This is an optimization exercise on Yosys and OpenROAD, whose aim is small area, not a production implementation. The RTL was checked by simulation tests, not by an equivalence proof against the original design. No activity file was given, so power comes from the tool's default toggle rates.

== job 9333 ==
==> flow/design.v <==
package skf_pkg;
    localparam int VALUE_W   = 32;
    localparam int COV_FRAC  = 30;
    localparam int COV_W     = COV_FRAC + 2;
    localparam int REG_W     = COV_W;
    localparam int CFG_IDX_W = 2;
    localparam logic [CFG_IDX_W-1:0] REG_PROCESS_NOISE     = CFG_IDX_W'(0);
    localparam logic [CFG_IDX_W-1:0] REG_MEASUREMENT_NOISE = CFG_IDX_W'(1);
    localparam logic [REG_W-1:0]     Q_RESET   = REG_W'(1073742);
    localparam logic [REG_W-1:0]     R_RESET   = REG_W'(10737418);
    localparam logic [2:0] P_IDLE = 3'b000;   
    localparam logic [2:0] P_PRE  = 3'b001;   
    localparam logic [2:0] P_DIV  = 3'b010;   
    localparam logic [2:0] P_CCPY = 3'b011;   
    localparam logic [2:0] P_EMUL = 3'b100;   
    localparam logic [2:0] P_CMUL = 3'b101;   
    localparam logic [2:0] P_ECPY = 3'b110;   
    localparam logic [4:0] PC_FIRST = 5'b00001;
    localparam logic [4:0] PC_LAST  = 5'b01000;   
endpackage
module skf_sadd (
    input  logic a,
    input  logic b,
    input  logic ci,
    output logic s,
    output logic co
);
    assign s  = a ^ b ^ ci;
    assign co = (a & b) | (ci & (a ^ b));
endmodule
import skf_pkg::*;
module scalar_kalman_filter_unit (
    input  logic                                 i_clk,
    input  logic                                 i_rst_n,
    input  logic                                 i_in_valid,
    output logic                                 o_in_stall,
    input  logic signed [skf_pkg::VALUE_W-1:0]   i_sample,
    output logic                                 o_out_valid,
    input  logic                                 i_out_stall,
    output logic signed [skf_pkg::VALUE_W-1:0]   o_estimate,
    input  logic                                 i_cfg_we,
    input  logic [skf_pkg::CFG_IDX_W-1:0]        i_cfg_index,
    input  logic [skf_pkg::REG_W-1:0]            i_cfg_data
);
    logic [4:0]  r_cyc;         
    logic [4:0]  r_pc;          
    logic [2:0]  r_ph;
    logic        r_out_valid;
    logic [REG_W-1:0]   r_q, r_r;
    logic [VALUE_W-1:0] r_est;
    logic [31:0]        r_cov;   
    logic [31:0]        r_rem;   
    logic [32:0]        r_g;     
    logic               r_qdef, r_rdef;
    logic               r_fresh;  
    logic r_c1, r_c2, r_c3;      
    logic r_d;                   
    logic r_gcap;                
    logic r_seen;                
    logic r_rneg;                
    logic r_satp, r_satd;        
    logic r_eq, r_dz;            
    logic [REG_W-1:0]   q_reset, r_reset;
    assign q_reset = Q_RESET;
    assign r_reset = R_RESET;
    logic j0, j31;
    logic ph_idle, ph_pre, ph_div, ph_emul, ph_ecpy, ph_cmul, ph_ccpy;
    logic q_bit, r_bit, s_bit, cov_bit, pred_bit, est_bit, smp_bit, take;
    logic g_bit, m_bit;
    logic eq_now, dz_now, div_sign, gbit_w;
    logic a_x, a_y, a_ci, a_s, a_co;
    logic b_x, b_ci, b_s, b_co, den_bit;
    logic sub, acc_bit, m_x, m_y, m_ci, m_s, m_co, m_hi;
    logic mul, est_sh, est_in, cov_in, rem31_in, rem30_in, g30_in, g0_in;
    assign j0  = (r_cyc == 5'd0);
    assign j31 = (r_cyc == 5'd31);
    assign ph_idle = (r_ph == P_IDLE);
    assign ph_pre  = (r_ph == P_PRE);
    assign ph_div  = (r_ph == P_DIV);
    assign ph_emul = (r_ph == P_EMUL);
    assign ph_ecpy = r_ph[2] && r_ph[1];
    assign ph_cmul = (r_ph == P_CMUL);
    assign ph_ccpy = (r_ph == P_CCPY);
    assign mul     = r_ph[2] && !r_ph[1];
    assign q_bit    = r_qdef ? q_reset[r_cyc] : r_q[r_cyc];
    assign r_bit    = r_rdef ? r_reset[r_cyc] : r_r[r_cyc];
    assign s_bit    = i_sample[r_cyc];
    assign cov_bit  = r_fresh ? (r_cyc == 5'd30) : r_cov[0];
    assign pred_bit = r_satp || r_cov[0];
    assign est_bit  = !r_fresh && r_est[0];
    assign smp_bit  = r_fresh ? r_est[0] : s_bit;
    assign g_bit = j0 ? r_g[0] : r_gcap;
    assign m_bit = g_bit ^ r_seen;
    assign a_x  = ph_pre ? cov_bit : (g_bit && smp_bit);
    assign a_y  = ph_pre ? q_bit : (m_bit && est_bit);
    assign a_ci = !j0 && r_c1;
    skf_sadd u_add_a (.a(a_x), .b(a_y), .ci(a_ci), .s(a_s), .co(a_co));
    assign b_x  = ph_pre ? a_s : pred_bit;
    assign b_ci = !j0 && r_c2;
    skf_sadd u_add_b (.a(b_x), .b(r_bit), .ci(b_ci), .s(b_s), .co(b_co));
    assign den_bit = r_satd || b_s;
    assign sub     = !r_rneg;
    assign acc_bit = (r_pc != PC_FIRST) && r_rem[0];
    assign m_x     = ph_div ? (!j0 && r_d) : acc_bit;
    assign m_y     = ph_div ? (den_bit ^ sub) : (ph_emul ? a_s : (m_bit && pred_bit));
    assign m_ci    = j0 ? (ph_div && sub) : r_c3;
    skf_sadd u_add_m (.a(m_x), .b(m_y), .ci(m_ci), .s(m_s), .co(m_co));
    assign div_sign = r_rem[0] ^ sub ^ m_co;
    assign m_hi     = ph_emul ? (m_x ^ a_x ^ a_y ^ a_co ^ m_co) : m_co;
    assign eq_now = r_eq && (den_bit == pred_bit);
    assign dz_now = r_dz && !den_bit;
    assign gbit_w = !dz_now && (eq_now || !div_sign);
    assign cov_in   = ph_pre  ? a_s :
                      ph_ccpy ? (r_seen ? r_rem[0] : r_cov[0]) : r_cov[0];
    assign rem31_in = ph_pre ? a_s : ph_div ? m_s : (mul && j31) ? m_hi : r_rem[0];
    assign rem30_in = (mul && !j0) ? m_s : r_rem[31];
    assign g30_in   = r_ph[2] ? r_g[0] : r_g[31];
    assign g0_in    = (ph_div && j31) ? gbit_w : r_g[1];
    assign est_sh   = ph_emul || ph_ecpy || (ph_pre && r_fresh);
    assign est_in   = ph_pre  ? s_bit :
                      ph_ecpy ? (r_seen ? r_rem[0] : (!r_fresh && r_est[0])) : r_est[0];
    always_ff @(posedge i_clk) begin
        r_cov <= {cov_in, r_cov[31:1]};
        r_rem <= {rem31_in, rem30_in, r_rem[30:1]};
        r_g   <= {r_g[0], r_g[32], g30_in, r_g[30:2], g0_in};
        if (est_sh) r_est <= {est_in, r_est[VALUE_W-1:1]};
        r_c1 <= a_co;
        r_c2 <= b_co;
        r_c3 <= m_co;
        r_d  <= r_rem[0];
        if (j0) r_gcap <= r_g[0];
        if (ph_pre) begin
            r_eq <= 1'b1;
            r_dz <= 1'b1;
        end else if (ph_div) begin
            r_eq <= eq_now;
            r_dz <= dz_now;
        end
        if (ph_pre && j31) begin
            r_satp <= a_co;
            r_satd <= b_co || a_co;    
        end
        if (ph_pre) r_rneg <= 1'b0;
        else if (ph_div && j31) r_rneg <= div_sign;
        if (j31) begin
            r_seen <= mul && (r_seen || g_bit);
        end
        if (i_cfg_we && i_cfg_index == REG_PROCESS_NOISE) r_q <= i_cfg_data;
        if (i_cfg_we && i_cfg_index == REG_MEASUREMENT_NOISE) r_r <= i_cfg_data;
        if (!i_rst_n) begin
            r_cyc       <= '0;
            r_pc        <= PC_FIRST;
            r_ph        <= P_IDLE;
            r_out_valid <= 1'b0;
            r_qdef      <= 1'b1;
            r_rdef      <= 1'b1;
            r_fresh     <= 1'b1;
        end else begin
            r_cyc <= r_cyc + 5'd1;
            if (i_cfg_we && i_cfg_index == REG_PROCESS_NOISE) r_qdef <= 1'b0;
            if (i_cfg_we && i_cfg_index == REG_MEASUREMENT_NOISE) r_rdef <= 1'b0;
            if (ph_ecpy && j31) r_fresh <= 1'b0;
            if (ph_ecpy && j31) begin
                r_out_valid <= 1'b1;
            end else if (!i_out_stall) begin
                r_out_valid <= 1'b0;
            end
            if (j31) begin
                r_pc <= ((ph_div || mul) && r_pc != PC_LAST) ? {r_pc[3:0], r_pc[4] ^ r_pc[2]} : PC_FIRST;
                case (r_ph)
                    P_IDLE: if (i_in_valid && (!r_out_valid || !i_out_stall)) r_ph <= P_PRE;
                    P_PRE:  r_ph <= P_DIV;
                    P_DIV:  if (r_pc == PC_LAST) r_ph <= P_EMUL;
                    P_EMUL: if (r_pc == PC_LAST) r_ph <= P_ECPY;
                    P_ECPY: r_ph <= P_CMUL;
                    P_CMUL: if (r_pc == PC_LAST) r_ph <= P_CCPY;
                    default: r_ph <= P_IDLE;
                endcase
            end
        end
    end
    assign take        = r_fresh ? ph_pre : (ph_emul && r_pc == PC_LAST);
    assign o_in_stall  = !(take && j31);
    assign o_out_valid = r_out_valid;
    assign o_estimate  = r_est;
endmodule
clock: 12.0 ns
lec_check: 0
cap_margin: 20
core_margin: 2
core_utilization: 50
slew_margin: 20
standard.sh (not shown) runs the stock make flow with config.mk's settings and CLKGATE_MAP_FILE= SYNTH_SCRIPT=/design/flow/synth_recipe.tcl, a recipe that flattens the netlist after the stock synthesis.
==> flow/flow/run.sh <==
#!/bin/bash
# Standard ORFS layout (the standard.sh) with three changes:
#  - synthesis is the standard flow's own, but abc maps with an area-oriented script
#    (flow/synth_area.tcl, flow/area.abc); registers are mapped as before;
#  - the port buffers are the smallest buffer, buf_1;
#  - the clock tree uses clkbuf_4 buffers and no dummy loads.
# Make's output goes to flow.log here; each ORFS step keeps its own log under
# orfs/logs.
set -euo pipefail
here=$PWD
export FLOW_SYNTH_TCL=$here/synth_recipe.tcl
export AREA_ABC_SCRIPT=$here/flow/area.abc
bash standard.sh \
  "SYNTH_SCRIPT=$here/flow/synth_area.tcl" \
  "BUFFER_PORTS_ARGS=-buffer_cell sky130_fd_sc_hd__buf_1" \
  "CTS_ARGS=-sink_clustering_enable -repair_clock_nets -buf_list sky130_fd_sc_hd__clkbuf_4 -sink_clustering_size 12 -sink_clustering_max_diameter 40 -root_buf sky130_fd_sc_hd__clkbuf_4 -tree_buf sky130_fd_sc_hd__clkbuf_4 -dont_use_dummy_load" \
  finish > flow.log 2>&1
==> flow/flow/area.abc <==
strash
dch
amap -m -F 6 -A 30
==> flow/flow/synth_area.tcl <==
# The standard synthesis (synth_recipe.tcl, which sources ORFS synth.tcl),
# with one change: abc maps the logic with the area-oriented script in
# AREA_ABC_SCRIPT instead of ORFS's delay-oriented one. Every other abc
# argument (liberty, don't-use cells, constraints) is kept.
proc abc {args} {
  set out {}
  set i 0
  while {$i < [llength $args]} {
    set a [lindex $args $i]
    if {$a eq "-script"} {
      incr i
      lappend out -script $::env(AREA_ABC_SCRIPT)
    } else {
      lappend out $a
    }
    incr i
  }
  yosys abc {*}$out
}
source $::env(FLOW_SYNTH_TCL)
Job 9333 went all the way through the flow, and no timing, DRC or antenna check failed.
### job 9333 -> job 1527
-- flow/flow/run.sh --
<<< job 9333, line 16
  "CTS_ARGS=-sink_clustering_enable -repair_clock_nets -buf_list sky130_fd_sc_hd__clkbuf_4 -sink_clustering_size 12 -sink_clustering_max_diameter 40 -root_buf sky130_fd_sc_hd__clkbuf_4 -tree_buf sky130_fd_sc_hd__clkbuf_4 -dont_use_dummy_load" \
>>> job 1527, line 16
  "CTS_ARGS=-sink_clustering_enable -repair_clock_nets -buf_list sky130_fd_sc_hd__clkbuf_4 -sink_clustering_size 13 -sink_clustering_max_diameter 45 -root_buf sky130_fd_sc_hd__clkbuf_4 -tree_buf sky130_fd_sc_hd__clkbuf_4 -dont_use_dummy_load" \
[summary]
- Every stage of the flow completed for job 1527, and the final layout passed the timing, DRC and antenna checks.
- Job 1527 vs. job 9333: final weighted congestion in routability-driven placement has remained practically unchanged; minimum period implied by the final worst setup slack picked up an extra 0.017 ns; worst path required time dropped 0.04 ns; ratio of cells with drive above 1 in the final layout fell by 0.74 points; setup slack moved down.
- Compared with job 9333, in job 1527 achievable frequency about even; clock tree buffer count of the final layout fell 5.
Inputs modified between job 1527 and job 1421:
-- flow/flow/run.sh --
<<< job 1527, line 6
#  - the clock tree uses clkbuf_4 buffers and no dummy loads.
>>> job 1421, line 6
#  - the clock tree uses clkbuf_8 leaves, clkbuf_4 above them, no dummy loads.
<<< job 1527, line 16
  "CTS_ARGS=-sink_clustering_enable -repair_clock_nets -buf_list sky130_fd_sc_hd__clkbuf_4 -sink_clustering_size 13 -sink_clustering_max_diameter 45 -root_buf sky130_fd_sc_hd__clkbuf_4 -tree_buf sky130_fd_sc_hd__clkbuf_4 -dont_use_dummy_load" \
>>> job 1421, line 16
  "CTS_ARGS=-sink_clustering_enable -repair_clock_nets -buf_list sky130_fd_sc_hd__clkbuf_8 -sink_clustering_size 16 -sink_clustering_max_diameter 50 -root_buf sky130_fd_sc_hd__clkbuf_4 -tree_buf sky130_fd_sc_hd__clkbuf_4 -dont_use_dummy_load" \
==> flow/flow/area.abc <==
strash
dch
amap
### Flow results
Cmp job 1421 vs job 1527: sequential share of the synthesized area lower in job 1421. Via total after detailed routing, job 1527 and job 1421, lower one = job 1527. Diff job 1527 -> job 1421: area growth from synthesis to layout higher, maximum fanout along the worst path lower. Job 1421 against job 1527: arrival time of data at the critical path endpoint grew by 0.06 ns, buffer count excluding the clock tree in the final layout lost 1, switching power as a share of total power saw a decrease, post-route cell area grew by about 1.7%. Delta (job 1421 minus job 1527): setup slack shows an increase of 0.0035 ns, synthesized area shows an increase of about 0.46%.

## what the ideal ports hide
No port has a modelled driver above. Below, the same layouts with a new extraction and two added sets of constraints.
Step 1 (the two cells are an assumption about what drives the block):
set clk [get_ports {i_clk}]
set_driving_cell -lib_cell sky130_fd_sc_hd__clkbuf_16 $clk
set_driving_cell -lib_cell sky130_fd_sc_hd__buf_2 [delete_from_list [all_inputs] $clk]
Step 2 moves the port delays by t, midway between the first and last clock arrival at a register: inputs arrive t later, outputs are due t later. That takes back most of the time a late clock gives input paths.
a / b / c = ideal / step 1 / step 2; a / b = the first two.
| run | shift t [ns] | setup WS [ns] | worst hold slack (ns) | pins driven straight from the clock port |
|---|---|---|---|---|
| job 9333 | 0.642 | 5.501 / 5.501 / 5.044 | 0.320 / 0.320 / 0.320 | 1 |
| job 1527 | 0.610 | 5.484 / 5.484 / 5.029 | 0.321 / 0.321 / 0.321 | 1 |
| job 1421 | 0.621 | 5.488 / 5.502 / 4.881 | 0.308 / 0.308 / 0.308 | 1 |
After both steps setup and hold are still met in every run listed. The setup slack of job 1421, which loses most, moves by +0.014 ns with the drivers and by -0.607 ns with both steps.
